This design comes from an exercise in tuning for small area on the open sky130 flow, not from production work.
Only simulation tests tie the RTL to the original design; equivalence was not proved.
Power is estimated from default activity; no workload was simulated.

==> design.v <==
package serial_receiver_pkg;
    localparam int DATA_BITS = 8;
    localparam int CNT_W     = 9;
    typedef enum logic [4:0] {
        RX_IDLE        = 5'b00001,
        RX_START_CHECK = 5'b00010,
        RX_DATA        = 5'b00100,
        RX_STOP        = 5'b01000,
        RX_BREAK_WAIT  = 5'b10000
    } rx_state_e;
endpackage
module serial_receiver_fifo #(
    parameter int WIDTH = 8,
    parameter int DEPTH = 512
) (
    input  logic             clk,
    input  logic             srst,
    input  logic             wr_en,
    input  logic [WIDTH-1:0] din,
    input  logic             rd_en,
    output logic [WIDTH-1:0] dout,
    output logic             valid,
    output logic             empty,
    output logic             full,
    output logic [8:0]       data_count
);
    localparam int PW   = $clog2(DEPTH);       
    localparam int CW   = $clog2(DEPTH + 1);   
    localparam int OBD  = 8;                   
    localparam int OW   = $clog2(OBD);         
    localparam int RS   = DEPTH - OBD;         
    localparam int TSP  = 8;                   
    localparam int TW   = $clog2(TSP);         
    localparam int NTAP = RS / TSP;            
    localparam int NINS = 4;
    localparam int SEG  = 128;                 
    logic [WIDTH-1:0] ring_q [RS];
    logic [CW-1:0]    count_q;
    logic [PW-1:0]    fp_q;      
    logic [PW-1:0]    ip_q;      
    logic             pend_q;
    logic [WIDTH-1:0] pbyte_q;
    logic [WIDTH-1:0] ob_q [OBD];
    logic [OW-1:0]    ob_rd_q, ob_wr_q;
    logic [OW:0]      ob_cnt_q;
    logic             do_wr, do_rd, ins, ring_any, pend_only, ob_room;
    logic             fetch, pmove, direct, push;
    logic [WIDTH-1:0] tap_out, ob_in;
    assign valid      = count_q != '0;
    assign empty      = !valid;
    assign full       = count_q[CW-1];
    assign data_count = count_q[8:0];
    assign do_wr      = wr_en && !full;
    assign do_rd      = rd_en && valid;
    assign ring_any   = count_q != CW'(ob_cnt_q);
    assign pend_only  = pend_q && (count_q == CW'(ob_cnt_q) + CW'(1));
    assign ob_room    = !ob_cnt_q[OW] || do_rd;
    assign fetch      = ring_any && !pend_only && (fp_q[TW-1:0] == '0) && ob_room;
    assign pmove      = pend_only && ob_room;
    assign direct     = do_wr && !ring_any && ob_room;
    assign push       = fetch || pmove || direct;
    always_comb begin
        ins = 1'b0;
        for (int k = 0; k < NINS; k++)
            if (ip_q == PW'(k * SEG + TSP - 1)) ins = pend_q;
    end
    always_ff @(posedge clk) begin
        for (int i = 0; i < RS; i++) begin
            if ((i % SEG) == TSP - 1 && pend_q && ip_q == PW'(i))
                ring_q[i] <= pbyte_q;
            else
                ring_q[i] <= ring_q[(i + 1) % RS];
        end
    end
    always_ff @(posedge clk) begin
        if (do_wr) pbyte_q <= din;
    end
    always_comb begin
        tap_out = '0;
        for (int j = 0; j < NTAP; j++)
            tap_out = tap_out | (ring_q[j*TSP] & {WIDTH{fp_q[PW-1:TW] == (PW-TW)'(j)}});
    end
    always_comb begin
        if (fetch)      ob_in = tap_out;
        else if (pmove) ob_in = pbyte_q;
        else            ob_in = din;
    end
    always_ff @(posedge clk) begin
        for (int i = 0; i < OBD; i++)
            if (push && ob_wr_q == OW'(i)) ob_q[i] <= ob_in;
    end
    always_ff @(posedge clk) begin
        if (srst) begin
            count_q  <= '0;
            fp_q     <= '0;
            ip_q     <= PW'(RS - 2);
            pend_q   <= 1'b0;
            ob_rd_q  <= '0;
            ob_wr_q  <= '0;
            ob_cnt_q <= '0;
        end else begin
            count_q  <= count_q + CW'(do_wr) - CW'(do_rd);
            if (!push) fp_q <= (fp_q == '0) ? PW'(RS - 1) : fp_q - PW'(1);
            if (!do_wr) ip_q <= (ip_q == '0) ? PW'(RS - 1) : ip_q - PW'(1);
            if (do_wr && !direct)
                pend_q <= 1'b1;
            else if (ins || pmove)
                pend_q <= 1'b0;
            ob_rd_q  <= ob_rd_q + OW'(do_rd);
            ob_wr_q  <= ob_wr_q + OW'(push);
            ob_cnt_q <= ob_cnt_q + (OW+1)'(push) - (OW+1)'(do_rd);
        end
    end
    assign dout = ob_q[ob_rd_q];
endmodule
module serial_receiver #(
    parameter int CLK_IN = 0,
    parameter int BAUD   = 0,
    parameter int DEPTH  = 512
) (
    input  logic                 clk,
    input  logic                 srst,
    input  logic                 RX,
    input  logic                 rd_en,
    output logic [serial_receiver_pkg::DATA_BITS-1:0] dout,
    output logic                 valid,
    output logic                 empty,
    output logic [serial_receiver_pkg::CNT_W-1:0] data_count,
    output logic                 framing_err,
    output logic                 overrun_err
);
    serial_receiver_pkg::rx_state_e            state_q, state_d;
    logic                 rx_meta_q, rx_s_q;
    logic [3:0]           cnt_q, cnt_d;
    logic [2:0]           bit_pos_q, bit_pos_d;
    logic [serial_receiver_pkg::DATA_BITS-1:0] shift_q;
    logic                 wr_q, wr_d;
    logic                 ferr_q, ferr_d;
    logic                 oerr_q, oerr_d;
    logic                 fifo_full;
    logic                 tick, sample;
    assign tick   = cnt_q == 4'd15;
    assign sample = tick && state_q == serial_receiver_pkg::RX_DATA;
    always_ff @(posedge clk) begin
        if (sample) shift_q <= {rx_s_q, shift_q[7:1]};
    end
    always_ff @(posedge clk) begin
        if (srst) begin
            rx_meta_q <= 1'b1;
            rx_s_q    <= 1'b1;
            state_q   <= serial_receiver_pkg::RX_IDLE;
            cnt_q     <= '0;
            bit_pos_q <= '0;
            wr_q      <= 1'b0;
            ferr_q    <= 1'b0;
            oerr_q    <= 1'b0;
        end else begin
            rx_meta_q <= RX;
            rx_s_q    <= rx_meta_q;
            state_q   <= state_d;
            cnt_q     <= cnt_d;
            bit_pos_q <= bit_pos_d;
            wr_q      <= wr_d;
            ferr_q    <= ferr_d;
            oerr_q    <= oerr_d;
        end
    end
    always_comb begin
        state_d   = state_q;
        cnt_d     = (state_q == serial_receiver_pkg::RX_IDLE) ? 4'd7 : cnt_q + 4'd1;
        bit_pos_d = sample ? bit_pos_q + 3'd1 : bit_pos_q;
        wr_d      = 1'b0;
        ferr_d    = 1'b0;
        oerr_d    = 1'b0;
        case (state_q)
            serial_receiver_pkg::RX_IDLE:
                state_d = rx_s_q ? serial_receiver_pkg::RX_IDLE : serial_receiver_pkg::RX_START_CHECK;
            serial_receiver_pkg::RX_START_CHECK:
                if (tick) state_d = rx_s_q ? serial_receiver_pkg::RX_IDLE : serial_receiver_pkg::RX_DATA;
            serial_receiver_pkg::RX_DATA:
                if (tick && bit_pos_q == 3'd7) state_d = serial_receiver_pkg::RX_STOP;
            serial_receiver_pkg::RX_STOP: begin
                if (tick) begin
                    wr_d    = rx_s_q && !fifo_full;
                    oerr_d  = rx_s_q && fifo_full;
                    ferr_d  = !rx_s_q;
                    state_d = rx_s_q ? serial_receiver_pkg::RX_IDLE : serial_receiver_pkg::RX_BREAK_WAIT;
                end
            end
            serial_receiver_pkg::RX_BREAK_WAIT: state_d = rx_s_q ? serial_receiver_pkg::RX_IDLE : serial_receiver_pkg::RX_BREAK_WAIT;
            default:       state_d = serial_receiver_pkg::RX_IDLE;
        endcase
    end
    assign framing_err = ferr_q;
    assign overrun_err = oerr_q;
    serial_receiver_fifo #(
        .WIDTH (serial_receiver_pkg::DATA_BITS),
        .DEPTH (DEPTH)
    ) u_fifo (
        .clk        (clk),
        .srst       (srst),
        .wr_en      (wr_q),
        .din        (shift_q),
        .rd_en      (rd_en),
        .dout       (dout),
        .valid      (valid),
        .empty      (empty),
        .full       (fifo_full),
        .data_count (data_count)
    );
endmodule
module uart_rx (
    input  logic       clk,
    input  logic       srst,
    input  logic       rx,
    input  logic       rd_en,
    output logic [7:0] dout,
    output logic       valid,
    output logic       empty,
    output logic [8:0] data_count,
    output logic       framing_err,
    output logic       overrun_err
);
    serial_receiver #(
        .CLK_IN (16_000_000),
        .BAUD   (1_000_000),
        .DEPTH  (512)
    ) u_rx (
        .clk         (clk),
        .srst        (srst),
        .RX          (rx),
        .rd_en       (rd_en),
        .dout        (dout),
        .valid       (valid),
        .empty       (empty),
        .data_count  (data_count),
        .framing_err (framing_err),
        .overrun_err (overrun_err)
    );
endmodule
==> constraint.sdc <==
create_clock -name core_clock -period 11.0 [get_ports {clk}]
set_input_delay 2.2000 -clock core_clock [delete_from_list [all_inputs] [get_ports {clk}]]
set_output_delay 2.2000 -clock core_clock [all_outputs]
set_load 0.01 [all_outputs]
==> run.sh <==
#!/bin/bash
# synth_recipe.tcl (not shown) runs the flow's synth.tcl, then flattens the netlist and writes it again
# the make line also repeats each setting of config.mk as NAME=value (left out here)
make -C /OpenROAD-flow-scripts/flow DESIGN_CONFIG=/design/flow/config.mk WORK_HOME=/design/flow/orfs CLKGATE_MAP_FILE= SYNTH_SCRIPT=/design/flow/synth_recipe.tcl finish
==> config.mk <==
export PLATFORM = sky130hd
export DESIGN_NAME = uart_rx
export DESIGN_NICKNAME = uart_rx
export VERILOG_FILES = /design/flow/design.v
export SDC_FILE = /design/flow/constraint.sdc
export NUM_CORES = 4
export LEC_CHECK = 0
export CAP_MARGIN = 20
export CORE_MARGIN = 2
export CORE_UTILIZATION = 70
export CTS_BUF_LIST = sky130_fd_sc_hd__clkbuf_8
export CTS_CLUSTER_DIAMETER = 50
export CTS_CLUSTER_SIZE = 20
export SLEW_MARGIN = 20
==> out/metrics.cfg <==
[synthesis]
synth_area_mm2 = 0.0910
synth_top_family_by_area = compound AO/OA/AOI/OAI gates
synthArstFlopShare_pct = 0
ys_types = 75
ys_ff_latch = 4168
ys.flop_type = dfxtp_1
post_synth_mux_area_share_pct = 0.557
synth_fp_nets = 5187
syn-instance-count = 5149
syn_avg_cell_area_um2 = 17.7
yosys.area_share.simple_pct = 2.73
synth_warnings = 4
synth-xor-area-share_pct = 0.250
synth-compound-area-share_pct = 2.82
ys_seq_area_share_pct = 92.6
synthAdderAreaFrac_pct = 0.484
synth-edff-count = 80

[run]
drv_cap = 0

[drt]
dr.pass1.iters = 14
vias = 37000
vias_per_cell = 5.12
antenna_left = 0
dr.first_iter.drc_count = 4221
wl_per_cell_um = 23.6
wirelength_um = 171000
drcViolationCount = 0

[cells_and_area]
area_delta_synth_final_pct = 7.42
layout_common_cells = dfxtp_1 (4086), clkbuf_8 (242), a22oi_1 (113)
drive_gt1_share_pct = 8.59
final_cells = 7226
post-route-util_pct = 75.6
post-route-cell-area_mm2 = 0.0977
layout_commonest_cell = dfxtp_1
nFillCells = 7532
fin_nets = 5460

[clock_tree]
postCtsSetupBuffers = 0
insertion_delay_ns = 0.99
clkSinkCount = 4168
post_cts.resized_instances = 0
cts_inserted_buffers = 235
cts.path.max_buffers = 3
cts-root-buf = clkbuf_8
htree_levels = 4
path_clk_slew_ns = 0.10
holdBufCountCts = 0
cts_tree = built

[global_routing]
grt_pass1_vias = 35200
antenna_found_initial = 28
grtUsageTotal_pct = 25.8
grt-ovfl-total = 0
grt_pass1_wl_um = 239000
grt_max_degree = 49

[floorplanning]
initial_core_util_pct = 70.4
io_pins = 25
rows = 132
design.core.area_mm2 = 0.129
die_w_um = 365
die_area_mm2 = 0.133
die_h_um = 365

[critical_path]
end_kind = output port
cp_data_arrival_time_ns = 3.21
cp_max_fo = 20
worstSetupPathType = reg2out
worst_ep_required_time_ns = 8.80
cp-start-kind = flop

[sta]
final-setup-viol-count = 0
max_clock_freq_mhz = 185
worstMarginPinSlew_ns = 1.22
fin_skew_ns = 0.0432
drv_slew = 0
tns_ns = 0
min_period_ns = 5.41
final.setup.worst_slack_ns = 5.59
hold_viol = 0
relSlewSlack_pct = 18.6
finalCritPeriodShare_pct = 49.2
rsz0062_at_grt = false
whs_ns = 0.310

[place]
dpl_worst_slack_ns = 5.71
place_area_mm2 = 0.0938
dp_hpwl_um = 118000
placed_cells = 6927
gp_congestion = 0.928
port_buffers = 24

[power]
total_power_mw = 22.9
p_leak_nw = 38.6
p_per_area_mw_per_mm2 = 235
ir_drop_v = 0.000247

[min_path]
hp-class = reg2reg

[run_status]
outcome = no timing/DRC/antenna violations

==> power by group <==
part	switching [mW]	leakage, nW	internal [mW]	total [mW]
clock	4.17	2.01	2.22	6.40
combinational	0.805	2.91	0.394	1.20
sequential	0.0977	33.6	15.3	15.3
==> sequential cells by signal (all words and copies together) (netlist names), 3 cells and up <==
register              count
u_rx.bit_pos_q            3
u_rx.cnt_q                4
u_rx.shift_q              8
u_rx.state_q              5
u_rx.u_fifo.count_q      10
u_rx.u_fifo.fp_q          9
u_rx.u_fifo.ip_q          9
u_rx.u_fifo.ob_cnt_q      4
u_rx.u_fifo.ob_q         64
u_rx.u_fifo.ob_rd_q       3
u_rx.u_fifo.ob_wr_q       3
u_rx.u_fifo.pbyte_q       8
u_rx.u_fifo.ring_q     4032
==> synth_stat cells (all sizes together), types with 4 or more instances <==
master | number | area [um2]
a2111oi | 17 | 188
a21oi | 33 | 165
a221oi | 31 | 272
a22o | 19 | 166
a22oi | 113 | 848
a311oi | 4 | 35.0
a31oi | 6 | 37.5
a32o | 11 | 110
a32oi | 46 | 403
and2 | 18 | 115
and3 | 57 | 367
and4b | 6 | 63.8
buf | 27 | 224
clkbuf | 47 | 178
dfxtp | 4088 | 81800
edfxtp | 80 | 2400
ha | 32 | 400
inv | 32 | 123
mux2 | 35 | 394
mux2i | 9 | 90.1
nand2 | 40 | 150
nand2b | 9 | 56.3
nand3 | 42 | 210
nand3b | 5 | 37.5
nand4 | 43 | 269
nand4b | 5 | 50.0
nor2 | 110 | 413
nor2b | 11 | 68.8
nor3 | 25 | 151
nor3b | 7 | 57.6
nor4 | 13 | 81.3
nor4b | 5 | 43.8
nor4bb | 4 | 40.0
o21ai | 20 | 100
o22ai | 14 | 87.6
or2 | 5 | 31.3
or4 | 16 | 124
or4b | 4 | 40.0
xnor2 | 14 | 123
xor2 | 12 | 105
==> critical path, stage by stage (launching register included) <==
cell	delay, ns
dfxtp_1	0.31
buf_4	0.20
inv_1	0.23
nor2_1	0.15
a22o_1	0.26
a221oi_1	0.44
nor2_1	0.10
clkdlybuf4s50_1	0.51
==> cells by family (layout without fill, tap and decap cells) <==
logic type	after synthesis	after routing
AO/OA/AOI/OAI	332	332
XOR/XNOR	26	26
adder cells (fa/ha/maj)	34	34
buffers and inverters	106	429
flip-flops	4168	4168
multiplexers	45	45
other	0	12
AND/OR/NAND/NOR	438	438
==> final timing paths <==
path / from / endpoint / slack (ns) / depth (start not counted)
worst max-delay path: u_rx.u_fifo.ob_rd_q[0] / dout[7] / 5.59 / 7
worst min-delay path: u_rx.u_fifo.ring_q[324][3] / u_rx.u_fifo.ring_q[323][3] / 0.31 / 0
worst max register to register: u_rx.u_fifo.fp_q[7] / u_rx.u_fifo.ob_q[5][6] / 6.24 / 8
worst min register to register: u_rx.u_fifo.ring_q[324][3] / u_rx.u_fifo.ring_q[323][3] / 0.31 / 0
==> layer usage <==
| metal | up-vias | share of wire, % | track usage [%] |
|---|---|---|---|
| li1 | 17300 | - | - |
| met1 | 17800 | 46 | 37.2 |
| met2 | 1465 | 41 | 36.7 |
| met3 | 490 | 8.3 | 6.93 |
| met4 | 4 | 5.1 | 11.9 |
| met5 | - | 0.039 | 0.290 |
==> layout make-up <==
class,count,area (um2),share of cell area [%]
flip-flops and latches,4168,84200,86.2
multi-input cells,875,6400,6.55
clock buffers,242,3330,3.41
well taps,1742,2180,2.23
repair buffers,110,881,0.901
clock inverters,45,558,0.571
inverters,32,123,0.125
diodes,12,30.0,0.0307

==> what the ideal ports hide <==
No port has a modelled driver above. Below, the same layout with a new extraction and two added sets of constraints. Step 1 (the two cells are an assumption about what drives the block):
set clk [get_ports {clk}]
set_driving_cell -lib_cell sky130_fd_sc_hd__clkbuf_16 $clk
set_driving_cell -lib_cell sky130_fd_sc_hd__buf_2 [delete_from_list [all_inputs] $clk]
Step 2 moves the port delays by t, midway between the first and last clock arrival at a register: inputs arrive t later, outputs are due t later. That takes back most of the time a late clock gives input paths. Three values: ideal ports, drivers, drivers and shift; two values: the first two.
t (ns): 1.048
setup slack, ns: 5.592 / 5.515 / 5.678
hold WS [ns]: 0.310 / 0.310 / 0.310
pins driven straight from the clock port: 1
After both steps setup and hold are still met in this run. For this run, drivers alone change the setup slack by -0.077 ns; drivers and shift together by +0.086 ns.
